This is an optimization exercise on Yosys and OpenROAD, whose aim is small area, a short achievable clock period and few clock cycles per item, not a production implementation. In this exercise RTL edits were held to simulation tests only and were not proved equivalent to the original.

File: flow/design.v
package aes_pkg;
    typedef logic [127:0] aes_state_t;
    typedef enum logic [1:0] {
        IDLE = 2'd0,
        RUN  = 2'd1,
        DONE = 2'd2
    } fsm_state_e;
    function automatic logic [7:0] rcon_of(input logic [3:0] r);
        case (r)
            4'd1:    rcon_of = 8'h01;
            4'd2:    rcon_of = 8'h02;
            4'd3:    rcon_of = 8'h04;
            4'd4:    rcon_of = 8'h08;
            4'd5:    rcon_of = 8'h10;
            4'd6:    rcon_of = 8'h20;
            4'd7:    rcon_of = 8'h40;
            4'd8:    rcon_of = 8'h80;
            4'd9:    rcon_of = 8'h1b;
            4'd10:   rcon_of = 8'h36;
            default: rcon_of = 8'h00;
        endcase
    endfunction
    localparam logic [2047:0] SBOX_TBL = {
        128'h637c777bf26b6fc53001672bfed7ab76,
        128'hca82c97dfa5947f0add4a2af9ca472c0,
        128'hb7fd9326363ff7cc34a5e5f171d83115,
        128'h04c723c31896059a071280e2eb27b275,
        128'h09832c1a1b6e5aa0523bd6b329e32f84,
        128'h53d100ed20fcb15b6acbbe394a4c58cf,
        128'hd0efaafb434d338545f9027f503c9fa8,
        128'h51a3408f929d38f5bcb6da2110fff3d2,
        128'hcd0c13ec5f974417c4a77e3d645d1973,
        128'h60814fdc222a908846eeb814de5e0bdb,
        128'he0323a0a4906245cc2d3ac629195e479,
        128'he7c8376d8dd54ea96c56f4ea657aae08,
        128'hba78252e1ca6b4c6e8dd741f4bbd8b8a,
        128'h703eb5664803f60e613557b986c11d9e,
        128'he1f8981169d98e949b1e87e9ce5528df,
        128'h8ca1890dbfe6426841992d0fb054bb16
    };
    function automatic logic [7:0] sbox(input logic [7:0] b);
        sbox = SBOX_TBL[{~b, 3'b000} +: 8];
    endfunction
    function automatic logic [7:0] xtime(input logic [7:0] b);
        xtime = {b[6:0], 1'b0} ^ (b[7] ? 8'h1b : 8'h00);
    endfunction
endpackage
module aes_g_xor2 (input logic a, input logic b, output logic y);
  assign y = a ^ b;
endmodule
module aes_g_xnor2 (input logic a, input logic b, output logic y);
  assign y = ~(a ^ b);
endmodule
module aes_g_nand2 (input logic a, input logic b, output logic y);
  assign y = ~(a & b);
endmodule
module aes_g_nor2 (input logic a, input logic b, output logic y);
  assign y = ~(a | b);
endmodule
module aes_g_a22oi (input logic a1, input logic a2, input logic b1, input logic b2, output logic y);
  assign y = ~((a1 & a2) | (b1 & b2));
endmodule
module aes_g_o21ai (input logic a1, input logic a2, input logic b1, output logic y);
  assign y = ~((a1 | a2) & b1);
endmodule
module aes_g_a21o (input logic a1, input logic a2, input logic b1, output logic y);
  assign y = (a1 & a2) | b1;
endmodule
module aes_sbox_top (
    input  logic [7:0] x,
    output logic [6:0] m
);
  logic U0, U1, U2, U3, U4, U5, U6, U7;
  assign {U0, U1, U2, U3, U4, U5, U6, U7} = x;
  logic T7, T18, T19, M4, T3, T4, T13, T1, T5, M1, M5, T2;
  logic T10, T24, M17, M14, T11, T15, M11, M15, M21, T20, T9, T12;
  logic T16, M9, M6, M10, M19, T25, M23, T26, M8, T21, M7, M18;
  logic T27, M12, M13, M22, T14, M3, T23, T8, M2, M16, M20, M25;
  logic M28, M27, M29, M31, M32, M33, M26, M24, M30, M34, M35, M36;
  aes_g_xnor2 g0 (.a(U1), .b(U2), .y(T7));
  aes_g_xnor2 g1 (.a(U3), .b(U7), .y(T18));
  aes_g_xor2 g2 (.a(T7), .b(T18), .y(T19));
  aes_g_nand2 g3 (.a(T19), .b(U7), .y(M4));
  aes_g_xor2 g4 (.a(U0), .b(U6), .y(T3));
  aes_g_xor2 g5 (.a(U3), .b(U5), .y(T4));
  aes_g_xor2 g6 (.a(T3), .b(T4), .y(T13));
  aes_g_xor2 g7 (.a(U0), .b(U3), .y(T1));
  aes_g_xor2 g8 (.a(U4), .b(U6), .y(T5));
  aes_g_xor2 g9 (.a(T1), .b(T5), .y(m[2]));
  aes_g_nand2 g10 (.a(T13), .b(m[2]), .y(M1));
  aes_g_xor2 g11 (.a(M4), .b(M1), .y(M5));
  aes_g_xor2 g12 (.a(U0), .b(U5), .y(T2));
  aes_g_xnor2 g13 (.a(m[2]), .b(T7), .y(T10));
  aes_g_xor2 g14 (.a(T2), .b(T10), .y(T24));
  aes_g_xor2 g15 (.a(M5), .b(T24), .y(M17));
  aes_g_nand2 g16 (.a(T2), .b(T10), .y(M14));
  aes_g_xor2 g17 (.a(U1), .b(U5), .y(T11));
  aes_g_xor2 g18 (.a(T5), .b(T11), .y(T15));
  aes_g_nand2 g19 (.a(T1), .b(T15), .y(M11));
  aes_g_xnor2 g20 (.a(M14), .b(M11), .y(M15));
  aes_g_xnor2 g21 (.a(M17), .b(M15), .y(M21));
  aes_g_xor2 g22 (.a(T1), .b(T19), .y(T20));
  aes_g_xnor2 g23 (.a(U7), .b(T7), .y(T9));
  aes_g_xor2 g24 (.a(U2), .b(U5), .y(T12));
  aes_g_xor2 g25 (.a(T5), .b(T12), .y(T16));
  aes_g_xor2 g26 (.a(T9), .b(T16), .y(m[1]));
  aes_g_nand2 g27 (.a(T20), .b(m[1]), .y(M9));
  aes_g_nand2 g28 (.a(T3), .b(T16), .y(M6));
  aes_g_xor2 g29 (.a(M9), .b(M6), .y(M10));
  aes_g_xnor2 g30 (.a(M10), .b(M15), .y(M19));
  aes_g_xnor2 g31 (.a(T20), .b(m[1]), .y(T25));
  aes_g_xnor2 g32 (.a(M19), .b(T25), .y(M23));
  aes_g_xnor2 g33 (.a(T3), .b(T16), .y(T26));
  aes_g_xnor2 g34 (.a(T26), .b(M6), .y(M8));
  aes_g_xnor2 g35 (.a(U6), .b(U7), .y(T21));
  aes_g_xor2 g36 (.a(T7), .b(T21), .y(m[0]));
  aes_g_nand2 g37 (.a(m[0]), .b(T9), .y(M7));
  aes_g_xor2 g38 (.a(M8), .b(M7), .y(M18));
  aes_g_xor2 g39 (.a(T1), .b(T12), .y(T27));
  aes_g_nand2 g40 (.a(T4), .b(T27), .y(M12));
  aes_g_xor2 g41 (.a(M12), .b(M11), .y(M13));
  aes_g_xor2 g42 (.a(M18), .b(M13), .y(M22));
  aes_g_xor2 g43 (.a(m[2]), .b(T11), .y(T14));
  aes_g_xnor2 g44 (.a(T14), .b(M1), .y(M3));
  aes_g_xor2 g45 (.a(T2), .b(m[0]), .y(T23));
  aes_g_xor2 g46 (.a(U7), .b(m[2]), .y(T8));
  aes_g_nand2 g47 (.a(T23), .b(T8), .y(M2));
  aes_g_xnor2 g48 (.a(M3), .b(M2), .y(M16));
  aes_g_xor2 g49 (.a(M16), .b(M13), .y(M20));
  aes_g_nand2 g50 (.a(M22), .b(M20), .y(M25));
  aes_g_xor2 g51 (.a(M23), .b(M25), .y(M28));
  aes_g_xnor2 g52 (.a(M20), .b(M21), .y(M27));
  aes_g_nor2 g53 (.a(M28), .b(M27), .y(M29));
  aes_g_xor2 g54 (.a(M21), .b(M29), .y(m[6]));
  aes_g_nand2 g55 (.a(M20), .b(M23), .y(M31));
  aes_g_nor2 g56 (.a(M27), .b(M31), .y(M32));
  aes_g_xor2 g57 (.a(M27), .b(M25), .y(M33));
  aes_g_xor2 g58 (.a(M32), .b(M33), .y(m[5]));
  aes_g_xor2 g59 (.a(M21), .b(M25), .y(M26));
  aes_g_xnor2 g60 (.a(M22), .b(M23), .y(M24));
  aes_g_nor2 g61 (.a(M26), .b(M24), .y(M30));
  aes_g_xor2 g62 (.a(M23), .b(M30), .y(m[4]));
  aes_g_nand2 g63 (.a(M21), .b(M22), .y(M34));
  aes_g_nor2 g64 (.a(M24), .b(M34), .y(M35));
  aes_g_xnor2 g65 (.a(M24), .b(M25), .y(M36));
  aes_g_xnor2 g66 (.a(M35), .b(M36), .y(m[3]));
endmodule
module aes_sbox_bot (
    input  logic [7:0] x,
    input  logic [3:0] m,
    output logic [7:0] y
);
  logic U0, U1, U2, U3, U4, U5, U6, U7;
  assign {U0, U1, U2, U3, U4, U5, U6, U7} = x;
  logic M37, M38, M39, M40;
  assign {M37, M38, M39, M40} = m;
  logic T7, T9, M50, M42, T1, M61, M41, M45, T4, M62, L0, L13;
  logic T2, T21, T22, T23, M56, L16, M63, T5, T6, T10, M54, M43;
  logic T3, M58, L4, L19, L1, L20, M44, M46, T8, M47, T13, M55;
  logic L3, L7, L21, M48, T12, T16, T17, M51, L12, L22, M59, L8;
  logic L18, L2, L23, L15, T11, T15, M52, T27, M53, L9, L24, M49;
  logic L5, L6, L10, L25, L26, L27, T18, T19, T20, M60, L11, L14;
  logic L28, M57, L17, L29;
  aes_g_xnor2 g0 (.a(U1), .b(U2), .y(T7));
  aes_g_xnor2 g1 (.a(U7), .b(T7), .y(T9));
  aes_g_nand2 g2 (.a(M38), .b(T9), .y(M50));
  aes_g_xor2 g3 (.a(M37), .b(M39), .y(M42));
  aes_g_xor2 g4 (.a(U0), .b(U3), .y(T1));
  aes_g_nand2 g5 (.a(M42), .b(T1), .y(M61));
  aes_g_xor2 g6 (.a(M38), .b(M40), .y(M41));
  aes_g_xor2 g7 (.a(M42), .b(M41), .y(M45));
  aes_g_xor2 g8 (.a(U3), .b(U5), .y(T4));
  aes_g_nand2 g9 (.a(M45), .b(T4), .y(M62));
  aes_g_xor2 g10 (.a(M61), .b(M62), .y(L0));
  aes_g_xor2 g11 (.a(M50), .b(L0), .y(L13));
  aes_g_xor2 g12 (.a(U0), .b(U5), .y(T2));
  aes_g_xnor2 g13 (.a(U6), .b(U7), .y(T21));
  aes_g_xor2 g14 (.a(T7), .b(T21), .y(T22));
  aes_g_xor2 g15 (.a(T2), .b(T22), .y(T23));
  aes_g_nand2 g16 (.a(M40), .b(T23), .y(M56));
  aes_g_xor2 g17 (.a(M56), .b(L0), .y(L16));
  aes_g_nand2 g18 (.a(M41), .b(T2), .y(M63));
  aes_g_xor2 g19 (.a(U4), .b(U6), .y(T5));
  aes_g_xor2 g20 (.a(T1), .b(T5), .y(T6));
  aes_g_xnor2 g21 (.a(T6), .b(T7), .y(T10));
  aes_g_nand2 g22 (.a(M41), .b(T10), .y(M54));
  aes_g_xor2 g23 (.a(M37), .b(M38), .y(M43));
  aes_g_xor2 g24 (.a(U0), .b(U6), .y(T3));
  aes_g_nand2 g25 (.a(M43), .b(T3), .y(M58));
  aes_g_xor2 g26 (.a(M54), .b(M58), .y(L4));
  aes_g_xor2 g27 (.a(M63), .b(L4), .y(L19));
  aes_g_xnor2 g28 (.a(M50), .b(M56), .y(L1));
  aes_g_xor2 g29 (.a(L0), .b(L1), .y(L20));
  aes_g_xor2 g30 (.a(M39), .b(M40), .y(M44));
  aes_g_nand2 g31 (.a(M44), .b(T6), .y(M46));
  aes_g_xor2 g32 (.a(U7), .b(T6), .y(T8));
  aes_g_nand2 g33 (.a(M40), .b(T8), .y(M47));
  aes_g_xor2 g34 (.a(T3), .b(T4), .y(T13));
  aes_g_nand2 g35 (.a(M44), .b(T13), .y(M55));
  aes_g_xnor2 g36 (.a(M47), .b(M55), .y(L3));
  aes_g_xnor2 g37 (.a(M46), .b(L3), .y(L7));
  aes_g_xnor2 g38 (.a(L1), .b(L7), .y(L21));
  aes_g_nand2 g39 (.a(M39), .b(U7), .y(M48));
  aes_g_xor2 g40 (.a(U2), .b(U5), .y(T12));
  aes_g_xor2 g41 (.a(T5), .b(T12), .y(T16));
  aes_g_xor2 g42 (.a(T9), .b(T16), .y(T17));
  aes_g_nand2 g43 (.a(M37), .b(T17), .y(M51));
  aes_g_xnor2 g44 (.a(M48), .b(M51), .y(L12));
  aes_g_xnor2 g45 (.a(L3), .b(L12), .y(L22));
  aes_g_nand2 g46 (.a(M38), .b(T22), .y(M59));
  aes_g_xnor2 g47 (.a(M51), .b(M59), .y(L8));
  aes_g_xnor2 g48 (.a(M58), .b(L8), .y(L18));
  aes_g_xnor2 g49 (.a(M46), .b(M48), .y(L2));
  aes_g_xor2 g50 (.a(L18), .b(L2), .y(L23));
  aes_g_xnor2 g51 (.a(M55), .b(L1), .y(L15));
  aes_g_xor2 g52 (.a(U1), .b(U5), .y(T11));
  aes_g_xor2 g53 (.a(T5), .b(T11), .y(T15));
  aes_g_nand2 g54 (.a(M42), .b(T15), .y(M52));
  aes_g_xor2 g55 (.a(T1), .b(T12), .y(T27));
  aes_g_nand2 g56 (.a(M45), .b(T27), .y(M53));
  aes_g_xnor2 g57 (.a(M52), .b(M53), .y(L9));
  aes_g_xnor2 g58 (.a(L15), .b(L9), .y(L24));
  aes_g_nand2 g59 (.a(M43), .b(T16), .y(M49));
  aes_g_xor2 g60 (.a(M49), .b(M61), .y(L5));
  aes_g_xnor2 g61 (.a(M62), .b(L5), .y(L6));
  aes_g_xor2 g62 (.a(M53), .b(L4), .y(L10));
  aes_g_xnor2 g63 (.a(L6), .b(L10), .y(L25));
  aes_g_xnor2 g64 (.a(L7), .b(L9), .y(L26));
  aes_g_xor2 g65 (.a(L8), .b(L10), .y(L27));
  aes_g_xnor2 g66 (.a(U3), .b(U7), .y(T18));
  aes_g_xor2 g67 (.a(T7), .b(T18), .y(T19));
  aes_g_xor2 g68 (.a(T1), .b(T19), .y(T20));
  aes_g_nand2 g69 (.a(M37), .b(T20), .y(M60));
  aes_g_xnor2 g70 (.a(M60), .b(L2), .y(L11));
  aes_g_xnor2 g71 (.a(M52), .b(M61), .y(L14));
  aes_g_xnor2 g72 (.a(L11), .b(L14), .y(L28));
  aes_g_nand2 g73 (.a(M39), .b(T19), .y(M57));
  aes_g_xor2 g74 (.a(M57), .b(L1), .y(L17));
  aes_g_xor2 g75 (.a(L11), .b(L17), .y(L29));
  aes_g_xnor2 g76 (.a(L6), .b(L23), .y(y[0]));
  aes_g_xor2 g77 (.a(L13), .b(L27), .y(y[1]));
  aes_g_xnor2 g78 (.a(L25), .b(L29), .y(y[2]));
  aes_g_xor2 g79 (.a(L20), .b(L22), .y(y[3]));
  aes_g_xnor2 g80 (.a(L6), .b(L21), .y(y[4]));
  aes_g_xnor2 g81 (.a(L19), .b(L28), .y(y[5]));
  aes_g_xnor2 g82 (.a(L16), .b(L26), .y(y[6]));
  aes_g_xnor2 g83 (.a(L6), .b(L24), .y(y[7]));
endmodule
module aes_sbox_bot7 (
    input  logic [7:0] x,
    input  logic [6:0] m,
    output logic [7:0] y
);
  logic U0, U1, U2, U3, U4, U5, U6, U7;
  assign {U0, U1, U2, U3, U4, U5, U6, U7} = x;
  logic M37, M38, M39, M40, T6, T17, T22;
  assign {M37, M38, M39, M40, T6, T17, T22} = m;
  logic T7, T9, M50, M42, T1, M61, M41, M45, T4, M62, L0, L13;
  logic T2, T23, M56, L16, M63, T10, M54, M43, T3, M58, L4, L19;
  logic L1, L20, M44, M46, T8, M47, T13, M55, L3, L7, L21, M48;
  logic M51, L12, L22, M59, L8, L18, L2, L23, L15, T5, T11, T15;
  logic M52, T12, T27, M53, L9, L24, T16, M49, L5, L6, L10, L25;
  logic L26, L27, T18, T19, T20, M60, L11, L14, L28, M57, L17, L29;
  aes_g_xnor2 g0 (.a(U1), .b(U2), .y(T7));
  aes_g_xnor2 g1 (.a(U7), .b(T7), .y(T9));
  aes_g_nand2 g2 (.a(M38), .b(T9), .y(M50));
  aes_g_xor2 g3 (.a(M37), .b(M39), .y(M42));
  aes_g_xor2 g4 (.a(U0), .b(U3), .y(T1));
  aes_g_nand2 g5 (.a(M42), .b(T1), .y(M61));
  aes_g_xor2 g6 (.a(M38), .b(M40), .y(M41));
  aes_g_xor2 g7 (.a(M42), .b(M41), .y(M45));
  aes_g_xor2 g8 (.a(U3), .b(U5), .y(T4));
  aes_g_nand2 g9 (.a(M45), .b(T4), .y(M62));
  aes_g_xor2 g10 (.a(M61), .b(M62), .y(L0));
  aes_g_xor2 g11 (.a(M50), .b(L0), .y(L13));
  aes_g_xor2 g12 (.a(U0), .b(U5), .y(T2));
  aes_g_xor2 g13 (.a(T2), .b(T22), .y(T23));
  aes_g_nand2 g14 (.a(M40), .b(T23), .y(M56));
  aes_g_xor2 g15 (.a(M56), .b(L0), .y(L16));
  aes_g_nand2 g16 (.a(M41), .b(T2), .y(M63));
  aes_g_xnor2 g17 (.a(T6), .b(T7), .y(T10));
  aes_g_nand2 g18 (.a(M41), .b(T10), .y(M54));
  aes_g_xor2 g19 (.a(M37), .b(M38), .y(M43));
  aes_g_xor2 g20 (.a(U0), .b(U6), .y(T3));
  aes_g_nand2 g21 (.a(M43), .b(T3), .y(M58));
  aes_g_xor2 g22 (.a(M54), .b(M58), .y(L4));
  aes_g_xor2 g23 (.a(M63), .b(L4), .y(L19));
  aes_g_xnor2 g24 (.a(M50), .b(M56), .y(L1));
  aes_g_xor2 g25 (.a(L0), .b(L1), .y(L20));
  aes_g_xor2 g26 (.a(M39), .b(M40), .y(M44));
  aes_g_nand2 g27 (.a(M44), .b(T6), .y(M46));
  aes_g_xor2 g28 (.a(U7), .b(T6), .y(T8));
  aes_g_nand2 g29 (.a(M40), .b(T8), .y(M47));
  aes_g_xor2 g30 (.a(T3), .b(T4), .y(T13));
  aes_g_nand2 g31 (.a(M44), .b(T13), .y(M55));
  aes_g_xnor2 g32 (.a(M47), .b(M55), .y(L3));
  aes_g_xnor2 g33 (.a(M46), .b(L3), .y(L7));
  aes_g_xnor2 g34 (.a(L1), .b(L7), .y(L21));
  aes_g_nand2 g35 (.a(M39), .b(U7), .y(M48));
  aes_g_nand2 g36 (.a(M37), .b(T17), .y(M51));
  aes_g_xnor2 g37 (.a(M48), .b(M51), .y(L12));
  aes_g_xnor2 g38 (.a(L3), .b(L12), .y(L22));
  aes_g_nand2 g39 (.a(M38), .b(T22), .y(M59));
  aes_g_xnor2 g40 (.a(M51), .b(M59), .y(L8));
  aes_g_xnor2 g41 (.a(M58), .b(L8), .y(L18));
  aes_g_xnor2 g42 (.a(M46), .b(M48), .y(L2));
  aes_g_xor2 g43 (.a(L18), .b(L2), .y(L23));
  aes_g_xnor2 g44 (.a(M55), .b(L1), .y(L15));
  aes_g_xor2 g45 (.a(U4), .b(U6), .y(T5));
  aes_g_xor2 g46 (.a(U1), .b(U5), .y(T11));
  aes_g_xor2 g47 (.a(T5), .b(T11), .y(T15));
  aes_g_nand2 g48 (.a(M42), .b(T15), .y(M52));
  aes_g_xor2 g49 (.a(U2), .b(U5), .y(T12));
  aes_g_xor2 g50 (.a(T1), .b(T12), .y(T27));
  aes_g_nand2 g51 (.a(M45), .b(T27), .y(M53));
  aes_g_xnor2 g52 (.a(M52), .b(M53), .y(L9));
  aes_g_xnor2 g53 (.a(L15), .b(L9), .y(L24));
  aes_g_xor2 g54 (.a(T5), .b(T12), .y(T16));
  aes_g_nand2 g55 (.a(M43), .b(T16), .y(M49));
  aes_g_xor2 g56 (.a(M49), .b(M61), .y(L5));
  aes_g_xnor2 g57 (.a(M62), .b(L5), .y(L6));
  aes_g_xor2 g58 (.a(M53), .b(L4), .y(L10));
  aes_g_xnor2 g59 (.a(L6), .b(L10), .y(L25));
  aes_g_xnor2 g60 (.a(L7), .b(L9), .y(L26));
  aes_g_xor2 g61 (.a(L8), .b(L10), .y(L27));
  aes_g_xnor2 g62 (.a(U3), .b(U7), .y(T18));
  aes_g_xor2 g63 (.a(T7), .b(T18), .y(T19));
  aes_g_xor2 g64 (.a(T1), .b(T19), .y(T20));
  aes_g_nand2 g65 (.a(M37), .b(T20), .y(M60));
  aes_g_xnor2 g66 (.a(M60), .b(L2), .y(L11));
  aes_g_xnor2 g67 (.a(M52), .b(M61), .y(L14));
  aes_g_xnor2 g68 (.a(L11), .b(L14), .y(L28));
  aes_g_nand2 g69 (.a(M39), .b(T19), .y(M57));
  aes_g_xor2 g70 (.a(M57), .b(L1), .y(L17));
  aes_g_xor2 g71 (.a(L11), .b(L17), .y(L29));
  aes_g_xnor2 g72 (.a(L6), .b(L23), .y(y[0]));
  aes_g_xor2 g73 (.a(L13), .b(L27), .y(y[1]));
  aes_g_xnor2 g74 (.a(L25), .b(L29), .y(y[2]));
  aes_g_xor2 g75 (.a(L20), .b(L22), .y(y[3]));
  aes_g_xnor2 g76 (.a(L6), .b(L21), .y(y[4]));
  aes_g_xnor2 g77 (.a(L19), .b(L28), .y(y[5]));
  aes_g_xnor2 g78 (.a(L16), .b(L26), .y(y[6]));
  aes_g_xnor2 g79 (.a(L6), .b(L24), .y(y[7]));
endmodule
module aes_mixcol (
    input  logic [31:0] col,
    output logic [31:0] res_n
);
  logic [7:0] a [4];
  logic [7:0] d [4];
  logic [7:0] s [4];
  logic [7:0] r [4];
  logic [7:0] b [4];
  assign a[0] = col[31 -: 8];
  assign res_n[31 -: 8] = b[0];
  assign a[1] = col[23 -: 8];
  assign res_n[23 -: 8] = b[1];
  assign a[2] = col[15 -: 8];
  assign res_n[15 -: 8] = b[2];
  assign a[3] = col[7 -: 8];
  assign res_n[7 -: 8] = b[3];
  aes_g_xor2 g0 (.a(a[0][0]), .b(a[1][0]), .y(d[0][0]));
  aes_g_xor2 g1 (.a(a[0][1]), .b(a[1][1]), .y(d[0][1]));
  aes_g_xor2 g2 (.a(a[0][2]), .b(a[1][2]), .y(d[0][2]));
  aes_g_xor2 g3 (.a(a[0][3]), .b(a[1][3]), .y(d[0][3]));
  aes_g_xor2 g4 (.a(a[0][4]), .b(a[1][4]), .y(d[0][4]));
  aes_g_xor2 g5 (.a(a[0][5]), .b(a[1][5]), .y(d[0][5]));
  aes_g_xor2 g6 (.a(a[0][6]), .b(a[1][6]), .y(d[0][6]));
  aes_g_xor2 g7 (.a(a[0][7]), .b(a[1][7]), .y(d[0][7]));
  aes_g_xor2 g8 (.a(a[1][0]), .b(a[2][0]), .y(d[1][0]));
  aes_g_xor2 g9 (.a(a[1][1]), .b(a[2][1]), .y(d[1][1]));
  aes_g_xor2 g10 (.a(a[1][2]), .b(a[2][2]), .y(d[1][2]));
  aes_g_xor2 g11 (.a(a[1][3]), .b(a[2][3]), .y(d[1][3]));
  aes_g_xor2 g12 (.a(a[1][4]), .b(a[2][4]), .y(d[1][4]));
  aes_g_xor2 g13 (.a(a[1][5]), .b(a[2][5]), .y(d[1][5]));
  aes_g_xor2 g14 (.a(a[1][6]), .b(a[2][6]), .y(d[1][6]));
  aes_g_xor2 g15 (.a(a[1][7]), .b(a[2][7]), .y(d[1][7]));
  aes_g_xor2 g16 (.a(a[2][0]), .b(a[3][0]), .y(d[2][0]));
  aes_g_xor2 g17 (.a(a[2][1]), .b(a[3][1]), .y(d[2][1]));
  aes_g_xor2 g18 (.a(a[2][2]), .b(a[3][2]), .y(d[2][2]));
  aes_g_xor2 g19 (.a(a[2][3]), .b(a[3][3]), .y(d[2][3]));
  aes_g_xor2 g20 (.a(a[2][4]), .b(a[3][4]), .y(d[2][4]));
  aes_g_xor2 g21 (.a(a[2][5]), .b(a[3][5]), .y(d[2][5]));
  aes_g_xor2 g22 (.a(a[2][6]), .b(a[3][6]), .y(d[2][6]));
  aes_g_xor2 g23 (.a(a[2][7]), .b(a[3][7]), .y(d[2][7]));
  aes_g_xor2 g24 (.a(a[3][0]), .b(a[0][0]), .y(d[3][0]));
  aes_g_xor2 g25 (.a(a[3][1]), .b(a[0][1]), .y(d[3][1]));
  aes_g_xor2 g26 (.a(a[3][2]), .b(a[0][2]), .y(d[3][2]));
  aes_g_xor2 g27 (.a(a[3][3]), .b(a[0][3]), .y(d[3][3]));
  aes_g_xor2 g28 (.a(a[3][4]), .b(a[0][4]), .y(d[3][4]));
  aes_g_xor2 g29 (.a(a[3][5]), .b(a[0][5]), .y(d[3][5]));
  aes_g_xor2 g30 (.a(a[3][6]), .b(a[0][6]), .y(d[3][6]));
  aes_g_xor2 g31 (.a(a[3][7]), .b(a[0][7]), .y(d[3][7]));
  aes_g_xor2 g32 (.a(a[1][0]), .b(d[2][0]), .y(s[0][0]));
  aes_g_xor2 g33 (.a(a[1][1]), .b(d[2][1]), .y(s[0][1]));
  aes_g_xor2 g34 (.a(a[1][2]), .b(d[2][2]), .y(s[0][2]));
  aes_g_xor2 g35 (.a(a[1][3]), .b(d[2][3]), .y(s[0][3]));
  aes_g_xor2 g36 (.a(a[1][4]), .b(d[2][4]), .y(s[0][4]));
  aes_g_xor2 g37 (.a(a[1][5]), .b(d[2][5]), .y(s[0][5]));
  aes_g_xor2 g38 (.a(a[1][6]), .b(d[2][6]), .y(s[0][6]));
  aes_g_xor2 g39 (.a(a[1][7]), .b(d[2][7]), .y(s[0][7]));
  aes_g_xor2 g40 (.a(a[2][0]), .b(d[3][0]), .y(s[1][0]));
  aes_g_xor2 g41 (.a(a[2][1]), .b(d[3][1]), .y(s[1][1]));
  aes_g_xor2 g42 (.a(a[2][2]), .b(d[3][2]), .y(s[1][2]));
  aes_g_xor2 g43 (.a(a[2][3]), .b(d[3][3]), .y(s[1][3]));
  aes_g_xor2 g44 (.a(a[2][4]), .b(d[3][4]), .y(s[1][4]));
  aes_g_xor2 g45 (.a(a[2][5]), .b(d[3][5]), .y(s[1][5]));
  aes_g_xor2 g46 (.a(a[2][6]), .b(d[3][6]), .y(s[1][6]));
  aes_g_xor2 g47 (.a(a[2][7]), .b(d[3][7]), .y(s[1][7]));
  aes_g_xor2 g48 (.a(a[3][0]), .b(d[0][0]), .y(s[2][0]));
  aes_g_xor2 g49 (.a(a[3][1]), .b(d[0][1]), .y(s[2][1]));
  aes_g_xor2 g50 (.a(a[3][2]), .b(d[0][2]), .y(s[2][2]));
  aes_g_xor2 g51 (.a(a[3][3]), .b(d[0][3]), .y(s[2][3]));
  aes_g_xor2 g52 (.a(a[3][4]), .b(d[0][4]), .y(s[2][4]));
  aes_g_xor2 g53 (.a(a[3][5]), .b(d[0][5]), .y(s[2][5]));
  aes_g_xor2 g54 (.a(a[3][6]), .b(d[0][6]), .y(s[2][6]));
  aes_g_xor2 g55 (.a(a[3][7]), .b(d[0][7]), .y(s[2][7]));
  aes_g_xor2 g56 (.a(a[0][0]), .b(d[1][0]), .y(s[3][0]));
  aes_g_xor2 g57 (.a(a[0][1]), .b(d[1][1]), .y(s[3][1]));
  aes_g_xor2 g58 (.a(a[0][2]), .b(d[1][2]), .y(s[3][2]));
  aes_g_xor2 g59 (.a(a[0][3]), .b(d[1][3]), .y(s[3][3]));
  aes_g_xor2 g60 (.a(a[0][4]), .b(d[1][4]), .y(s[3][4]));
  aes_g_xor2 g61 (.a(a[0][5]), .b(d[1][5]), .y(s[3][5]));
  aes_g_xor2 g62 (.a(a[0][6]), .b(d[1][6]), .y(s[3][6]));
  aes_g_xor2 g63 (.a(a[0][7]), .b(d[1][7]), .y(s[3][7]));
  assign r[0][0] = d[0][7];
  aes_g_xor2 g64 (.a(d[0][0]), .b(d[0][7]), .y(r[0][1]));
  assign r[0][2] = d[0][1];
  aes_g_xor2 g65 (.a(d[0][2]), .b(d[0][7]), .y(r[0][3]));
  aes_g_xor2 g66 (.a(d[0][3]), .b(d[0][7]), .y(r[0][4]));
  assign r[0][5] = d[0][4];
  assign r[0][6] = d[0][5];
  assign r[0][7] = d[0][6];
  assign r[1][0] = d[1][7];
  aes_g_xor2 g67 (.a(d[1][0]), .b(d[1][7]), .y(r[1][1]));
  assign r[1][2] = d[1][1];
  aes_g_xor2 g68 (.a(d[1][2]), .b(d[1][7]), .y(r[1][3]));
  aes_g_xor2 g69 (.a(d[1][3]), .b(d[1][7]), .y(r[1][4]));
  assign r[1][5] = d[1][4];
  assign r[1][6] = d[1][5];
  assign r[1][7] = d[1][6];
  assign r[2][0] = d[2][7];
  aes_g_xor2 g70 (.a(d[2][0]), .b(d[2][7]), .y(r[2][1]));
  assign r[2][2] = d[2][1];
  aes_g_xor2 g71 (.a(d[2][2]), .b(d[2][7]), .y(r[2][3]));
  aes_g_xor2 g72 (.a(d[2][3]), .b(d[2][7]), .y(r[2][4]));
  assign r[2][5] = d[2][4];
  assign r[2][6] = d[2][5];
  assign r[2][7] = d[2][6];
  assign r[3][0] = d[3][7];
  aes_g_xor2 g73 (.a(d[3][0]), .b(d[3][7]), .y(r[3][1]));
  assign r[3][2] = d[3][1];
  aes_g_xor2 g74 (.a(d[3][2]), .b(d[3][7]), .y(r[3][3]));
  aes_g_xor2 g75 (.a(d[3][3]), .b(d[3][7]), .y(r[3][4]));
  assign r[3][5] = d[3][4];
  assign r[3][6] = d[3][5];
  assign r[3][7] = d[3][6];
  aes_g_xnor2 g76 (.a(s[0][0]), .b(r[0][0]), .y(b[0][0]));
  aes_g_xnor2 g77 (.a(s[0][1]), .b(r[0][1]), .y(b[0][1]));
  aes_g_xnor2 g78 (.a(s[0][2]), .b(r[0][2]), .y(b[0][2]));
  aes_g_xnor2 g79 (.a(s[0][3]), .b(r[0][3]), .y(b[0][3]));
  aes_g_xnor2 g80 (.a(s[0][4]), .b(r[0][4]), .y(b[0][4]));
  aes_g_xnor2 g81 (.a(s[0][5]), .b(r[0][5]), .y(b[0][5]));
  aes_g_xnor2 g82 (.a(s[0][6]), .b(r[0][6]), .y(b[0][6]));
  aes_g_xnor2 g83 (.a(s[0][7]), .b(r[0][7]), .y(b[0][7]));
  aes_g_xnor2 g84 (.a(s[1][0]), .b(r[1][0]), .y(b[1][0]));
  aes_g_xnor2 g85 (.a(s[1][1]), .b(r[1][1]), .y(b[1][1]));
  aes_g_xnor2 g86 (.a(s[1][2]), .b(r[1][2]), .y(b[1][2]));
  aes_g_xnor2 g87 (.a(s[1][3]), .b(r[1][3]), .y(b[1][3]));
  aes_g_xnor2 g88 (.a(s[1][4]), .b(r[1][4]), .y(b[1][4]));
  aes_g_xnor2 g89 (.a(s[1][5]), .b(r[1][5]), .y(b[1][5]));
  aes_g_xnor2 g90 (.a(s[1][6]), .b(r[1][6]), .y(b[1][6]));
  aes_g_xnor2 g91 (.a(s[1][7]), .b(r[1][7]), .y(b[1][7]));
  aes_g_xnor2 g92 (.a(s[2][0]), .b(r[2][0]), .y(b[2][0]));
  aes_g_xnor2 g93 (.a(s[2][1]), .b(r[2][1]), .y(b[2][1]));
  aes_g_xnor2 g94 (.a(s[2][2]), .b(r[2][2]), .y(b[2][2]));
  aes_g_xnor2 g95 (.a(s[2][3]), .b(r[2][3]), .y(b[2][3]));
  aes_g_xnor2 g96 (.a(s[2][4]), .b(r[2][4]), .y(b[2][4]));
  aes_g_xnor2 g97 (.a(s[2][5]), .b(r[2][5]), .y(b[2][5]));
  aes_g_xnor2 g98 (.a(s[2][6]), .b(r[2][6]), .y(b[2][6]));
  aes_g_xnor2 g99 (.a(s[2][7]), .b(r[2][7]), .y(b[2][7]));
  aes_g_xnor2 g100 (.a(s[3][0]), .b(r[3][0]), .y(b[3][0]));
  aes_g_xnor2 g101 (.a(s[3][1]), .b(r[3][1]), .y(b[3][1]));
  aes_g_xnor2 g102 (.a(s[3][2]), .b(r[3][2]), .y(b[3][2]));
  aes_g_xnor2 g103 (.a(s[3][3]), .b(r[3][3]), .y(b[3][3]));
  aes_g_xnor2 g104 (.a(s[3][4]), .b(r[3][4]), .y(b[3][4]));
  aes_g_xnor2 g105 (.a(s[3][5]), .b(r[3][5]), .y(b[3][5]));
  aes_g_xnor2 g106 (.a(s[3][6]), .b(r[3][6]), .y(b[3][6]));
  aes_g_xnor2 g107 (.a(s[3][7]), .b(r[3][7]), .y(b[3][7]));
endmodule
module aes_xnor_bank #(
    parameter int unsigned W = 128
) (
    input  logic [W-1:0] a,
    input  logic [W-1:0] b,
    output logic [W-1:0] y
);
  for (genvar i = 0; i < W; i++) begin : g_bit
    aes_g_xnor2 u_x (.a(a[i]), .b(b[i]), .y(y[i]));
  end
endmodule
module aes_sel3_bank #(
    parameter int unsigned W = 128
) (
    input  logic         s0,
    input  logic         s1,
    input  logic         s01,
    input  logic [W-1:0] a,
    input  logic [W-1:0] b,
    input  logic [W-1:0] c_n,
    output logic [W-1:0] y
);
  for (genvar i = 0; i < W; i++) begin : g_bit
    logic x;
    aes_g_a22oi u_p (.a1(s0), .a2(a[i]), .b1(s1), .b2(b[i]), .y(x));
    aes_g_o21ai u_o (.a1(s01), .a2(c_n[i]), .b1(x), .y(y[i]));
  end
endmodule
module aes_hold_bank #(
    parameter int unsigned W = 128
) (
    input  logic         ld_n,
    input  logic [W-1:0] d_n,
    input  logic [W-1:0] q,
    output logic [W-1:0] y
);
  for (genvar i = 0; i < W; i++) begin : g_bit
    logic x;
    aes_g_nand2 u_h (.a(ld_n), .b(q[i]), .y(x));
    aes_g_o21ai u_o (.a1(ld_n), .a2(d_n[i]), .b1(x), .y(y[i]));
  end
endmodule
module aes_xor_bank #(
    parameter int unsigned W = 128
) (
    input  logic [W-1:0] a,
    input  logic [W-1:0] b,
    output logic [W-1:0] y
);
  for (genvar i = 0; i < W; i++) begin : g_bit
    aes_g_xor2 u_x (.a(a[i]), .b(b[i]), .y(y[i]));
  end
endmodule
module aes128_iter_core #(
    parameter int unsigned ROUNDS_PER_CYCLE = 1
) (
    input  logic         clk,
    input  logic         rst_n,
    input  logic         in_valid,
    output logic         in_ready,
    input  logic [127:0] plaintext,
    input  logic [127:0] key,
    output logic         out_valid,
    input  logic         out_ready,
    output logic [127:0] ciphertext
);
    logic [127:0] a_s, a_k;         
    logic [127:0] b_u, b_k;         
    logic [111:0] b_m;              
    logic [15:0]  b_km;             
    logic [127:0] o_ct;             
    logic         o_v;
    logic         va, pa;           
    logic [3:0]   ra;               
    logic         vb, pb, lb;       
    logic [3:0]   rb;               
    logic         fa;               
    logic         fp;               
    logic [127:0] u;
    logic [111:0] m;
    logic [27:0]  km;
    logic [31:0]  w3a;
    aes_xor_bank #(.W(128)) u_ark (.a(a_s), .b(a_k), .y(u));
    for (genvar j = 0; j < 16; j++) begin : g_top
        aes_sbox_top u_st (.x(u[8*j +: 8]), .m(m[7*j +: 7]));
    end
    assign w3a = {a_k[23:0], a_k[31:24]};
    for (genvar j = 0; j < 4; j++) begin : g_ktop
        aes_sbox_top u_kt (.x(w3a[8*j +: 8]), .m(km[7*j +: 7]));
    end
    always_ff @(posedge clk) begin
        b_u  <= u;
        b_m  <= m;
        b_k  <= a_k;
        for (int j = 0; j < 4; j++) b_km[4*j +: 4] <= km[7*j + 3 +: 4];
    end
    logic [127:0] sub, shf, mc_n, kn_n, fin_ct_n;
    logic [31:0]  w3b, subrot;
    logic [31:0]  w0, w1, w2, w3, p0, p1, p2, p3;
    logic [7:0]   rcon;
    for (genvar j = 0; j < 16; j++) begin : g_bot
        aes_sbox_bot7 u_sb (.x(b_u[8*j +: 8]), .m(b_m[7*j +: 7]), .y(sub[8*j +: 8]));
    end
    always_comb begin
        for (int c = 0; c < 4; c++) begin
            for (int r = 0; r < 4; r++) begin
                shf[127-8*(4*c+r) -: 8] = sub[127-8*(4*((c+r)%4)+r) -: 8];
            end
        end
    end
    for (genvar c = 0; c < 4; c++) begin : g_mc
        aes_mixcol u_mc (.col(shf[127-32*c -: 32]), .res_n(mc_n[127-32*c -: 32]));
    end
    assign w3b = {b_k[23:0], b_k[31:24]};
    for (genvar j = 0; j < 4; j++) begin : g_kbot
        aes_sbox_bot u_kb (.x(w3b[8*j +: 8]), .m(b_km[4*j +: 4]), .y(subrot[8*j +: 8]));
    end
    always_comb begin
        case (rb)
            4'd0:    rcon = 8'h01;
            4'd1:    rcon = 8'h02;
            4'd2:    rcon = 8'h04;
            4'd3:    rcon = 8'h08;
            4'd4:    rcon = 8'h10;
            4'd5:    rcon = 8'h20;
            4'd6:    rcon = 8'h40;
            4'd7:    rcon = 8'h80;
            4'd8:    rcon = 8'h1b;
            4'd9:    rcon = 8'h36;
            default: rcon = 8'h00;
        endcase
    end
    assign {w0, w1, w2, w3} = b_k;
    assign p0 = w0 ^ {rcon, 24'h0};
    assign p1 = p0 ^ w1;
    assign p2 = p1 ^ w2;
    assign p3 = p2 ^ w3;
    aes_xnor_bank #(.W(128)) u_kx (.a({p0, p1, p2, p3}), .b({4{subrot}}), .y(kn_n));
    aes_xor_bank #(.W(128)) u_fin (.a(shf), .b(kn_n), .y(fin_ct_n));
    logic o_free, fin, wt, acc;
    logic va_n, pa_n, fa_n;
    logic [3:0] ra_n;
    logic ir_a, fin_n;
    assign o_free   = !o_v || out_ready;
    assign fin      = fp && o_free;
    assign fin_n    = !fin;
    assign wt       = lb && !fin;
    assign ir_a     = !vb || (fp && !o_v);
    aes_g_a21o u_ir (.a1(fp), .a2(out_ready), .b1(ir_a), .y(in_ready));
    assign acc      = in_valid && in_ready;
    logic         sel_hold;
    logic [127:0] a_s_d, a_k_d;
    assign sel_hold = !vb || lb;         
    aes_sel3_bank #(.W(128)) u_sels (.s0(in_ready), .s1(wt), .s01(sel_hold),
                                     .a(plaintext), .b(b_u), .c_n(mc_n), .y(a_s_d));
    aes_sel3_bank #(.W(128)) u_selk (.s0(in_ready), .s1(wt), .s01(sel_hold),
                                     .a(key), .b(b_k), .c_n(kn_n), .y(a_k_d));
    logic [127:0] o_ct_d;
    aes_hold_bank #(.W(128)) u_oh (.ld_n(fin_n), .d_n(fin_ct_n), .q(o_ct), .y(o_ct_d));
    always_ff @(posedge clk) begin
        a_s <= a_s_d;
        a_k <= a_k_d;
        o_ct <= o_ct_d;
    end
    always_comb begin
        va_n = vb && !fin;
        pa_n = pb;
        ra_n = rb + 4'd1;
        if (acc) begin
            va_n = 1'b1;
            pa_n = 1'b0;
            ra_n = 4'd0;
        end else if (wt) begin
            pa_n = ~pb;
            ra_n = rb;
        end
    end
    assign fa_n = !acc && !fa;
    always_ff @(posedge clk) begin
        ra <= ra_n;
        pa <= pa_n;
        rb <= ra;
        pb <= pa;
        fa <= fa_n;
        if (!rst_n) begin
            va  <= 1'b0;
            vb  <= 1'b0;
            lb  <= 1'b0;
            fp  <= 1'b0;
            o_v <= 1'b0;
        end else begin
            va <= va_n;
            vb <= va;
            lb <= va && (ra == 4'd9);
            fp <= va && (ra == 4'd9) && !pa && (!va_n || !fa_n);
            if (fin) begin
                o_v <= 1'b1;
            end else if (out_ready) begin
                o_v <= 1'b0;
            end
        end
    end
    assign out_valid  = o_v;
    assign ciphertext = o_ct;
endmodule
File: flow/flow/run.sh
#!/bin/bash
# Layout flow: the standard ORFS flow (standard.sh, unchanged synthesis), with the
# port buffers that placement inserts on every input and output made buf_2 cells
# instead of the default pick, and ORFS settings passed as make variables.
set -euo pipefail
cd "$(dirname "$0")/.."
bash standard.sh "BUFFER_PORTS_ARGS=-buffer_cell sky130_fd_sc_hd__buf_2" finish > standard_flow.log 2>&1
test -f out/final.def
File: flow/standard.sh
#!/bin/bash
# synth_recipe.tcl (not shown) runs the flow's synth.tcl, then flattens the netlist and writes it again
# the make line also repeats each setting of config.mk as NAME=value (left out here)
make -C /OpenROAD-flow-scripts/flow DESIGN_CONFIG=/design/flow/config.mk WORK_HOME=/design/flow/orfs CLKGATE_MAP_FILE= SYNTH_SCRIPT=/design/flow/synth_recipe.tcl "${@:-finish}"
File: flow/config.mk
export PLATFORM = sky130hd
export DESIGN_NAME = aes128_iter_core
export DESIGN_NICKNAME = aes128_iter_core
export VERILOG_FILES = /design/flow/design.v
export SDC_FILE = /design/flow/constraint.sdc
export NUM_CORES = 4
export LEC_CHECK = 0
export CAP_MARGIN = 20
export CORE_MARGIN = 2
export CORE_UTILIZATION = 55
export CTS_CLUSTER_DIAMETER = 90
export CTS_CLUSTER_SIZE = 27
export GPL_ROUTABILITY_DRIVEN = 0
export PLACE_DENSITY = 0.75
export SETUP_SLACK_MARGIN = 2.8
export SLEW_MARGIN = 20
export SYNTH_HIERARCHICAL = 1
File: flow/constraint.sdc
create_clock -name core_clock -period 6.5 [get_ports {clk}]
set_input_delay 1.3000 -clock core_clock [delete_from_list [all_inputs] [get_ports {clk}]]
set_output_delay 1.3000 -clock core_clock [all_outputs]
set_load 0.01 [all_outputs]
==> results.txt, run 1 <==
The final layout contains routed wiring with a total length of 166000 microns. After synthesis, flip-flops and latches occupy 30.3% of the total area. The root buffer cell chosen for the clock tree is sky130_fd_sc_hd__clkbuf_16. The run finished with no timing, DRC or antenna violations.

The cell occurring most often along the worst timing path is sky130_fd_sc_hd__xnor2_1. The slowest stage of the critical path belongs to the cell sky130_fd_sc_hd__xnor2_1. The final worst clock skew is 0.0419 ns.

Traced cell by cell, the critical path runs through xnor2_1, xor2_1, xor2_1, nand2_1, xnor2_1, xnor2_1, xnor2_1, xnor2_1, xnor2_1, xor2_1, o21ai_1. The count of nets left with antenna violations once routing finished came out at 0. The tools report the core occupancy in the finished layout as 62.3%. TritonCTS built the clock tree.

For the area of the core, the log shows 94600 sq um. Entering global routing, the biggest net connects 162 pins. The start-to-end type of the worst setup path is flip-flop to flip-flop. The via count normalized by instance count works out to 5.43.

For the total I/O pin count, the log shows 390. The end of the worst register-to-register path was o_ct[95]$_DFF_P_.

In this run the tightest slew margin relative to its limit is 26.5%. The top cell types in the final layout, fill and taps aside, are sky130_fd_sc_hd__xor2_1, sky130_fd_sc_hd__xnor2_1, sky130_fd_sc_hd__dfxtp_1. The count of synthesis-stage warnings from yosys is 15. The number of nets produced by synthesis is 5749.

Global routing finished with a remaining overflow of 0. The die covers 97600 sq um. The critical path startpoint category is a flip-flop. The deepest clock path buffer count was 3; the instance count along the most critical hold path was 0. In the synthesized netlist, the number of instances is 5488.

The tightest min-delay check is of the flip-flop to flip-flop type. The worst hold path begins at pa$_SDFF_PP0_. The run gives 32.7% as the overall global routing resource usage.

The critical path runs through a total of 11 cells. During placement, the flow inserted port buffers numbering 389. The first TritonRoute pass finished after 6 iterations. The run gives 39300 as the via count. The run gives 134000 microns as the half-perimeter wire length after placement.

The post-cts hold buffer count is 0. Once the floorplan was initialized, standard cells occupied 55.3% of the core. The area overhead of the layout relative to synthesis was 12.7%. Number of remaining DRC errors: 0.

In this run the worst path has a maximum fanout of 4. At the later pin of the worst-skew pair, clock insertion delay measures 0.64 ns. The count of standard-cell rows was 113.

In this run the vertical extent of the chip is 312 microns. Origin of the critical flop-to-flop path: b_k[21]$_DFF_P_. Derived from the worst setup path, the maximum achievable clock frequency is 269 MHz.

The time the worst path needs with I/O delays and setup was 3.72 ns. The maximum single-stage delay on the critical path was 0.58 ns. The count of endpoints failing hold in the final timing report came out at 0. Top cell family by delay on the critical path: XOR/XNOR gates.

The detailed-route wire length per cell was 22.9 microns; the chip width was 312 microns. CTS saw 792 sinks. Share of cells above drive strength 1: 15.6%. Data on the critical path is required at its endpoint by 6.99 ns.

For the number of antenna violations at the first check in global routing, the log shows 6. The total number of nets in the final design was 6222; the average cell area after synthesis was 9.53 sq um. Element type at the critical path end: a flip-flop.

The number of global-route vias before repair was 38100; the clock-pin transition on the worst setup and hold timing paths was 0.10 ns. The count of different cell masters after synthesis was 29. The cell area that synthesis handed to floorplanning was 52300 sq um. Setup violations remaining at the end of the flow were counted as 0. Setup repair after global routing could not meet its margin everywhere. The leading cell type in the layout, fill and taps excluded is sky130_fd_sc_hd__xor2_1. The path with the worst hold slack has its endpoint at pb$_DFF_P_. The reported max-cap violation count came out at 0.

The run gives 2.78 ns as the worst reg-to-reg setup slack. For the number of max-slew violations in the final report, the log shows 0. CTS built an H-tree with a depth of 2. The final clock period utilization by the worst path is 57.2%. The transition at the pin with the smallest max-transition slack is 1.09 ns. The first routing iteration left 3521 violations. Clock tree synthesis inserted a total of 39 buffers. The run gives 7245 as the post-layout instance count excluding filler cells. The first global-routing pass estimated 240000 microns of wire. The cell count after placement is 7177, and the buffer and inverter count on the worst path is 0. Data on the critical path arrives at its endpoint at 4.21 ns. The worst register-to-register path has a depth of 11.

The synthesized design contains 792 register bits.
modules after synthesis, one instance, submodules excluded, excerpt:
module | flops+latches | cells inside | times used | cell area [sq um]
aes128_iter_core | 792 | 947 | 1 | 17100
aes_g_nand2 | 0 | 1 | 728 | 3.75
aes_g_xnor2 | 0 | 1 | 1180 | 8.76
aes_g_nor2 | 0 | 1 | 80 | 3.75
aes_g_a22oi | 0 | 1 | 256 | 12.5
aes_g_a21o | 0 | 1 | 1 | 7.51
aes_g_o21ai | 0 | 1 | 384 | 5.00
aes_g_xor2 | 0 | 1 | 1912 | 8.76
sequential cells by signal, summed over array words and instances, names as in the netlist, 4 cells and up:
| register | count |
|---|---|
| b_km | 16 |
| b_u | 128 |
| ra | 4 |
| o_ct | 128 |
| a_k | 128 |
| b_m | 112 |
| rcon | 8 |
| rb | 4 |
| b_k | 128 |
| a_s | 128 |
Yosys cell counts:
cell type,count,area share (%)
sky130_fd_sc_hd__xor2_1,2017,34
sky130_fd_sc_hd__xnor2_1,1181,20
sky130_fd_sc_hd__dfxtp_1,792,30
sky130_fd_sc_hd__nand2_1,730,5.2
sky130_fd_sc_hd__o21ai_1,384,3.7
sky130_fd_sc_hd__a22oi_2,256,6.1
sky130_fd_sc_hd__nor2_1,86,0.62
sky130_fd_sc_hd__a21oi_1,5,0.048
sky130_fd_sc_hd__nand2b_1,4,0.048
sky130_fd_sc_hd__and2_1,3,0.036
sky130_fd_sc_hd__clkbuf_1,3,0.022
sky130_fd_sc_hd__o21ai_0,3,0.029
sky130_fd_sc_hd__a21o_1,2,0.029
sky130_fd_sc_hd__inv_1,2,0.014
sky130_fd_sc_hd__nand3_1,2,0.019
sky130_fd_sc_hd__nand3b_1,2,0.029
sky130_fd_sc_hd__nor2b_1,2,0.024
sky130_fd_sc_hd__or3_1,2,0.024
sky130_fd_sc_hd__or3b_2,2,0.033
sky130_fd_sc_hd__a21boi_0,1,0.014
sky130_fd_sc_hd__a21boi_2,1,0.022
sky130_fd_sc_hd__and3_1,1,0.012
sky130_fd_sc_hd__and3b_1,1,0.017
sky130_fd_sc_hd__and4_1,1,0.017
sky130_fd_sc_hd__ha_1,1,0.024
sky130_fd_sc_hd__mux2i_1,1,0.019
sky130_fd_sc_hd__nor3_1,1,0.0096
sky130_fd_sc_hd__nor3b_1,1,0.014
sky130_fd_sc_hd__o21a_1,1,0.014
repair_timing:
action	4_1_cts	5_1_grt
pin swaps	1	6
setup endpoints to repair	90	226
setup buffers	0	8
resized for setup	34	147
worst max path at each step:
stage,startpoint,endpoint,slack [ns]
after floorplan,out_ready,ra[1]$_SDFF_PP0_,-1.35
after global placement,b_k[4]$_DFF_P_,o_ct[105]$_DFF_P_,2.48
after detailed placement,b_u[85]$_DFF_P_,a_s[116]$_DFF_P_,2.51
after CTS,b_u[4]$_DFF_P_,a_s[114]$_DFF_P_,2.78
after global routing,b_k[17]$_DFF_P_,o_ct[124]$_DFF_P_,2.62
final,b_k[21]$_DFF_P_,o_ct[95]$_DFF_P_,2.78
area by class of cell:
class / instances / area (sq um)
antenna: 2 / 5.00
clock buffer: 43 / 1030
clock inverter: 15 / 158
fill: 7928 / 35600
inverter: 2 / 7.51
multi-input combinational: 4691 / 37900
sequential: 792 / 15900
tap: 1265 / 1580
timing repair buffer: 435 / 2380
stage by stage:
| stage | worst slack [ns] | hold WS, ns | instance area [sq um] | setup TNS (ns) |
|---|---|---|---|---|
| finish | 2.78 | 0.364 | 58900 | 0 |
| floorplan | -1.35 | 0.324 | 52300 | -245.89 |
| global placement | 2.48 | 0.342 | 56200 | 0 |
| CTS | 2.78 | 0.362 | 57700 | 0 |
| detailed placement | 2.51 | 0.351 | 56300 | 0 |
| global route | 2.62 | 0.371 | 58900 | 0 |
cell families after synthesis:
| logic type | after synthesis | synth area share [%] |
|---|---|---|
| muxes | 1 | 0.0191 |
| adders and majority gates | 1 | 0.0239 |
| DFF | 792 | 30.3 |
| buffers and inverters | 5 | 0.0359 |
| AOI/OAI and AO/OA | 653 | 9.95 |
| and+or+nand+nor | 838 | 6.14 |
| xor gates and xnor gates | 3198 | 53.5 |
layer usage:
layer  GRT usage [%]  up-vias  routed length [microns]
met5               0        -                       58
met4            17.7       10                    10800
li1                -    18500                        -
met2            51.4     1649                    73600
met1            42.8    18800                    67000
met3            5.28      401                    14400
Testbench counts, summed over its fixed seeds: cycles 16,024, items 1,600.
==> run 2: changes to the inputs <==
--- a/flow/config.mk
+++ b/flow/config.mk
@@ -12,5 +12,4 @@
 export CTS_CLUSTER_SIZE = 27
-export GPL_ROUTABILITY_DRIVEN = 0
 export PLACE_DENSITY = 0.75
-export SETUP_SLACK_MARGIN = 2.8
+export SETUP_SLACK_MARGIN = 2.7
 export SLEW_MARGIN = 20
==> run 2 against run 1 <==
Flip-flop and latch count unchanged. Critical path type unchanged. Cell count about the same. Synthesized area unchanged. Fmax down 2.7%. Highest routed layer unchanged. Largest cell class unchanged.
==> results.txt, run 2 <==
The run gives 15900 sq um (unchanged) as the total area of sequential cells. The setup path with the least slack is of type flip-flop to flip-flop. The maximum fanout along the worst path is 4 (unchanged). The clock-pin transition on the worst setup and hold timing paths came out at 0.11 ns (about the same). The final clock period utilization by the worst path came out at 58.7% (+1.6 points). The highest metal layer used by the detailed router is met5. The tools report the post-place instance area as 56300 sq um (about the same). Total number of nets in the final design: 6217 (-0.080%). The transition at the pin with the smallest max-transition slack is 1.17 ns (+0.0741 ns), and the relative slew slack is 21.5% (-5.0 points). The count of input and output buffers was 389 (unchanged).

The met2 wire length was 74700 microns (+1.5%); the starting DRC count in detailed routing was 3312 (-5.9%). The average cell area after synthesis was 9.53 sq um (unchanged); the maximum single-stage delay on the critical path was 0.97 ns (+0.39 ns). The time the worst path needs with I/O delays and setup came out at 3.82 ns (+0.103 ns). The wire length on met1 is 70000 microns (+4.6%), and the count of clock tree sinks is 792 (unchanged).

The logs give 5488 (unchanged) for the post-synthesis instance total and 0 (unchanged) for the count of antenna-violating nets left after detailed routing. The sequential area share after synthesis is 30.3% (unchanged), and the worst endpoint data arrival time is 4.30 ns (+0.09 ns). The via count normalized by instance count is 5.40 (-0.45%), and the total detailed-routing wirelength is 168000 microns (+1.2%). The cell occurring most often along the worst timing path is sky130_fd_sc_hd__xor2_1.

The core occupancy in the finished layout was 61.8% (-0.51 points); the deepest clock path buffer count was 3 (unchanged). The tools report the number of remaining DRC errors as 0 (unchanged). TritonCTS built the clock tree. The xor and xnor area share after synthesis works out to 53.5% (unchanged).

The tools report the clock latency on the worst-skew pair as 0.64 ns (about the same). The most frequently used flop master after synthesis is sky130_fd_sc_hd__dfxtp_1. The wire length on met3 is 12200 microns (-15%). The cell with the biggest individual delay on the critical path is sky130_fd_sc_hd__xnor2_1. The count of endpoints failing setup in the final report was 0 (unchanged). The chip width is 312 microns (unchanged). By count the netlist is led by sky130_fd_sc_hd__xor2_1, sky130_fd_sc_hd__xnor2_1, sky130_fd_sc_hd__dfxtp_1. Simple-gate share of the synthesized area: 6.14% (unchanged).

The initial standard-cell utilization of the core was 55.3% (unchanged). sky130_fd_sc_hd__xor2_1 takes more of the synthesized area than any other cell. The wire length of the first global-routing pass was 244000 microns (+1.9%). The tools report the combined area of the multi-input logic cells as 37400 sq um (-1.4%). The logs give 52300 sq um (unchanged) for the post-synthesis instance area and 38800 (+1.6%) for the number of global-route vias before repair. Number of H-tree levels: 2 (unchanged).

The number of CTS-inserted buffers is 40 (+2.6%). The signal on the critical path passes through xor2_1, nand2_1, xor2_1, xnor2_1, xnor2_1, xor2_1, xor2_1, xnor2_1, o21ai_1. The count of synthesis-stage warnings from yosys was 15 (unchanged); the total I/O pin count was 390 (unchanged). The flow ran to the end and the layout has no timing, DRC or antenna violations.

The area growth from synthesis to layout is 11.7%. The number of max-slew violations in the final report is 0 (unchanged), and the reported max-cap violation count is 0 (unchanged). The worst reg-to-reg setup slack is 2.68 ns (-0.10 ns), and the proportion of synthesized area in mux cells is 0.0191% (unchanged). The overall global routing resource usage was 33.3% (+0.67 points); the count of different cell masters after synthesis was 29 (unchanged). The buffer and inverter count on the worst path is 0 (unchanged). The area of the die came out at 97600 sq um (unchanged). The path category of the worst min-delay check is flip-flop to flip-flop. The logs give 94600 sq um (unchanged) for the area of the core and 136000 microns (+2.0%) for the half-perimeter wire length after placement. The design area is 58500 sq um (-0.82%).

The compound-cell area share of the yosys netlist came out at 9.95% (unchanged). The element type at the critical path end was a flip-flop. The number of antenna violations at the first check in global routing is 3 (-3). The post-cts hold buffer count is 0 (unchanged). Routability-driven placement finished with a final weighted congestion of 1.03.

The register bit count reported by yosys is 792 (unchanged). The final worst clock skew is 0.0424 ns (+0.000484 ns), and the synthesized-area fraction occupied by adder cells is 0.0239% (unchanged). Leaving out fill and tap cells, the most frequent cell in the layout is sky130_fd_sc_hd__xor2_1. The tools report the remaining global-route overflow as 0 (unchanged). The via count came out at 39100 (-0.52%). Number of fill cells: 8048 (+1.5%). The detailed-route wire length per cell is 23.2 microns (+1.2%), and the share of Yosys cell area claimed by the top area cell type is 33.8% (unchanged).

In the post-synthesis netlist, the cell with the most instances is sky130_fd_sc_hd__xor2_1. The first-pass detailed-route iteration total was 5 (-1); the die height was 312 microns (unchanged). The maximum frequency from static timing analysis was 262 MHz (-2.7%). The kind of cell with the highest combined delay along the critical path is XOR/XNOR gates. The worst setup path is launched from a flip-flop. The share of cells above drive strength 1 works out to 14.4% (-1.2 points).

The run gives 0.364 ns (-0.000234 ns) as the minimum hold slack. Number of nets produced by synthesis: 5749 (unchanged). The logs give 0 (unchanged) for the count of endpoints failing hold in the final timing report and 131 (-19%) for the pin count of the biggest net entering global routing. The proportion of register bits with asynchronous set or reset after synthesis works out to 0% (unchanged).

The number of synthesized flops with an enable pin works out to 0 (unchanged). The count of standard-cell rows is 113 (unchanged). For the buffer count from post-CTS setup fixing, the log shows 0 (unchanged). Setup repair after global routing could not meet its margin everywhere.

The tree is rooted in a sky130_fd_sc_hd__clkbuf_16. The run gives 6.99 ns (about the same) as the data required time of the critical path. The combinational family with the most area after synthesis was XOR/XNOR gates. The library cells used most frequently in the layout, excluding fill and tap cells, are sky130_fd_sc_hd__xor2_1, sky130_fd_sc_hd__xnor2_1, sky130_fd_sc_hd__dfxtp_1.

After synthesis, the cell types taking the most area are sky130_fd_sc_hd__xor2_1, sky130_fd_sc_hd__dfxtp_1, sky130_fd_sc_hd__xnor2_1.
==> run 2: worst reg2reg max path, cell delays in order (launching register included) <==
cell,delay [ns]
sky130_fd_sc_hd__dfxtp_1,0.46
sky130_fd_sc_hd__xor2_1,0.33
sky130_fd_sc_hd__nand2_1,0.19
sky130_fd_sc_hd__xor2_1,0.24
sky130_fd_sc_hd__xnor2_1,0.25
sky130_fd_sc_hd__xnor2_1,0.97
sky130_fd_sc_hd__xor2_1,0.25
sky130_fd_sc_hd__xor2_1,0.24
sky130_fd_sc_hd__xnor2_1,0.61
sky130_fd_sc_hd__o21ai_1,0.14
==> run 2: what timing repair did <==
action	4_1_cts	5_1_grt
pin swaps	0	4
endpoints found under the setup margin	54	175
resized for setup	19	92
==> run 2: logic make-up (layout without fill, tap and decap cells) <==
kind of cell,count (synthesis),after routing
mux,1,1
xor+xnor,3198,3198
simple gates,838,838
other cells,0,1
buf+inv,5,491
compound gates,653,653
fa+ha+maj,1,1
flops,792,792
==> run 2: per-stage QoR <==
step / setup WS (ns) / instances / setup TNS (ns)
finish: 2.68 / 7240 / 0
global route: 2.53 / 7239 / 0
CTS: 2.71 / 7239 / 0
detailed placement: 2.44 / 7179 / 0
global placement: 2.43 / 7179 / 0
floorplan: -1.35 / 5488 / -245.89
==> run 2: cell type report <==
cell class              instances  area share, %
inverters                       2         0.0128
multi-input cells            4691           64.0
clock buffers                  42           1.78
repair buffers                429           3.97
flip-flops and latches        792           27.1
clock inverters                18          0.411
well taps                    1265           2.71
diodes                          1        0.00428
==> run 2: layer usage <==
layer / global-route usage (%) / vias to the layer above
met3: 3.82 / 360
met4: 18.5 / 2
met1: 44.2 / 18700
met2: 52.8 / 1502
met5: 0 / -
li1: - / 18500
==> run 2: worst paths after layout <==
check,startpoint,end,depth (start not counted)
worst max-delay path,b_u[119]$_DFF_P_,a_s[8]$_DFF_P_,9
worst min-delay path,pa$_SDFF_PP0_,pb$_DFF_P_,0
worst max register to register,b_u[119]$_DFF_P_,a_s[8]$_DFF_P_,9
worst min register to register,pa$_SDFF_PP0_,pb$_DFF_P_,0
==> run 2: modules after synthesis, one instance, submodules excluded, a selection <==
module | flip-flops and latches | cells inside
aes_g_nor2 | 0 | 1
aes_g_xor2 | 0 | 1
aes_g_a22oi | 0 | 1
aes_g_a21o | 0 | 1
aes_g_nand2 | 0 | 1
aes128_iter_core | 792 | 947
aes_g_o21ai | 0 | 1
aes_g_xnor2 | 0 | 1
==> run 3: changes to the inputs <==
--- a/flow/config.mk
+++ b/flow/config.mk
@@ -13,3 +13,3 @@
 export PLACE_DENSITY = 0.75
-export SETUP_SLACK_MARGIN = 2.7
+export SETUP_SLACK_MARGIN = 3.1
 export SLEW_MARGIN = 20
==> run 3 against run 2 <==
Still clean. Count of clock-buffer cells in the layout did not move. Worst hold slack barely moved. Clock skew fell by 0.00061 ns.
==> results.txt, run 3 <==
The flow ran to the end and the layout has no timing, DRC or antenna violations. For the total detailed-routing wirelength, the log shows 173000 microns (+3.2%). The fraction of met1 tracks used by global routing is 44.5% (+0.21 points), and the detailed-route wire length per cell is 23.6 microns (+1.6%). For the total number of nets in the final design, the log shows 6324 (+1.7%). The tools report the area of the die as 97600 sq um (unchanged).

The count of antenna-violating nets left after detailed routing was 0 (unchanged); the first-pass detailed-route iteration total was 5 (unchanged). Relative slew slack: 20.9% (-0.66 points). Worst endpoint data arrival time: 3.92 ns (-0.38 ns). The wire length of the first global-routing pass came out at 248000 microns (+1.3%). The count of synthesis-stage warnings from yosys came out at 15 (unchanged). By count the netlist is led by sky130_fd_sc_hd__xor2_1, sky130_fd_sc_hd__xnor2_1, sky130_fd_sc_hd__dfxtp_1. The die height is 312 microns (unchanged). The count of clock tree sinks was 792 (unchanged). For the number of remaining DRC errors, the log shows 0 (unchanged). The number of global-route vias before repair was 39300 (+1.3%); the number of nets produced by synthesis was 5749 (unchanged). The library cell used most frequently in the layout, excluding fill and tap cells, is sky130_fd_sc_hd__xor2_1. The global routing stage identified its most utilized layer as met2. For the data required time of the critical path, the log shows 6.98 ns (about the same). The proportion of register bits with asynchronous set or reset after synthesis is 0% (unchanged). The worst setup path is launched from a flip-flop.

The count of endpoints failing hold in the final timing report is 0 (unchanged). The count of input and output buffers works out to 389 (unchanged). The logs give 40 (unchanged) for the number of CTS-inserted buffers and 131 (unchanged) for the pin count of the biggest net entering global routing. The half-perimeter wire length after placement was 136000 microns (unchanged). The clock latency on the worst-skew pair is 0.64 ns (about the same).

The tools report the overall global routing resource usage as 33.8% (+0.47 points). Most frequently used flop master after synthesis: sky130_fd_sc_hd__dfxtp_1. The transition at the pin with the smallest max-transition slack came out at 1.19 ns (+0.0182 ns). The met2 capacity usage during global routing is 53.8% (+1.0 points), and the number of antenna violations at the first check in global routing is 4 (+1).

The cell occurring most often along the worst timing path was sky130_fd_sc_hd__xor2_1. The starting DRC count in detailed routing is 3573 (+7.9%). The critical path in this run is classified as flip-flop to flip-flop.

The deepest clock path buffer count was 3 (unchanged); the final clock period utilization by the worst path was 52.8% (-5.9 points). For the total I/O pin count, the log shows 390 (unchanged). The met3 track utilization from global routing is 4.35% (+0.54 points).

The post-synthesis instance area is 52300 sq um (unchanged), and the share of Yosys cell area claimed by the top area cell type is 33.8% (unchanged). The design area was 62700 sq um (+7.2%); the reported max-cap violation count was 0 (unchanged). TritonCTS built the clock tree. The count of endpoints failing setup in the final report is 0 (unchanged).
-- run 3: cell families (layout without fill, tap and decap cells) --
kind of cell	Yosys count	after routing	synth area share, %
xor+xnor	3198	3198	53.5
simple gates	838	838	6.14
flops	792	792	30.3
compound gates	653	653	9.95
buf+inv	5	598	0.0359
fa+ha+maj	1	1	0.0239
mux	1	1	0.0191
other cells	0	5	0
-- run 3: metal layers --
layer | part of all wire, % | up-vias | routed length, microns
li1 | - | 18600 | -
met2 | 45 | 1679 | 78800
met3 | 7.8 | 384 | 13500
met4 | 6.1 | 0 | 10600
met1 | 41 | 19400 | 70400
met5 | 0 | - | 0
-- run 3: through the flow --
| step | hold WS (ns) | setup WS (ns) | std cells | TNS (ns) |
|---|---|---|---|---|
| floorplan | 0.324 | -1.35 | 5488 | -245.89 |
| global placement | 0.341 | 2.43 | 7179 | 0 |
| detailed placement | 0.346 | 2.44 | 7179 | 0 |
| CTS | 0.364 | 2.95 | 7258 | 0 |
| global route | 0.377 | 2.92 | 7346 | 0 |
| finish | 0.363 | 3.07 | 7351 | 0 |
-- run 3: path summary, 6_finish.rpt --
kind              cells after the start  slack, ns               to            start
setup reg to reg                      9       3.07  a_s[80]$_DFF_P_  b_u[92]$_DFF_P_
setup / recovery                      9       3.07  a_s[80]$_DFF_P_  b_u[92]$_DFF_P_
hold / removal                        0       0.36       pb$_DFF_P_    pa$_SDFF_PP0_
hold reg to reg                       0       0.36       pb$_DFF_P_    pa$_SDFF_PP0_
-- run 3: what timing repair did --
item,in CTS,in global routing
pin swaps,20,70
gates resized for setup,240,299
endpoints found under the setup margin,346,320
setup buffers,19,88
cloned,0,0
endpoints found under the hold margin,0,0
-- run 3: per-module statistics from Yosys (local to each module, per instance), a selection --
module | flip-flops and latches | cell area (sq um) | cells | copies in the design
aes_g_nor2 | 0 | 3.75 | 1 | 80
aes_g_xor2 | 0 | 8.76 | 1 | 1912
aes_g_nand2 | 0 | 3.75 | 1 | 728
aes_g_xnor2 | 0 | 8.76 | 1 | 1180
aes_g_a22oi | 0 | 12.5 | 1 | 256
aes_g_o21ai | 0 | 5.00 | 1 | 384
aes_g_a21o | 0 | 7.51 | 1 | 1
aes128_iter_core | 792 | 17100 | 947 | 1
-- run 3: critical path: cells and delay by family, from the launching register on --
kind,cells,cell delay (ns)
XOR/XNOR,7,2.47
flip-flops,1,0.51
AND/OR/NAND/NOR,1,0.20
AO/OA/AOI/OAI,1,0.11
-- run 3: cell type report --
cell class / instances / area, sq um
inverter: 2 / 7.51
timing repair buffer: 536 / 3280
sequential: 792 / 15900
tap: 1265 / 1580
fill: 7387 / 31900
antenna: 5 / 12.5
clock buffer: 42 / 1040
clock inverter: 18 / 240
multi-input combinational: 4691 / 40600

[afterwards: timing with drivers on the ports]
In the flow no input, the clock included, has a driving cell. The finished layouts below were timed again as built, in two steps.
Step 1: set_driving_cell puts a clkbuf_16 on clk and a buf_2 on each other input, an assumption about the parent block.
Step 2 moves the port delays by t, midway between the first and last clock arrival at a register: inputs arrive t later, outputs are due t later. That takes back most of the time a late clock gives input paths.
Three values: ideal ports, drivers, drivers and shift; two values: the first two.
run | t, ns | slack for setup (ns) | hold WS [ns] | worst data-port slew with drivers (ns) | cell pins on the clock port's net
run 1 | 0.688 | 2.785 / 2.785 / 2.785 | 0.364 / 0.364 / 0.364 | 0.10 | 1
run 2 | 0.689 | 2.682 / 2.682 / 2.682 | 0.364 / 0.364 / 0.364 | 0.09 | 1
run 3 | 0.691 | 3.068 / 3.068 / 3.068 | 0.363 / 0.363 / 0.363 | 0.10 | 1
After both steps setup and hold are still met in every run listed.
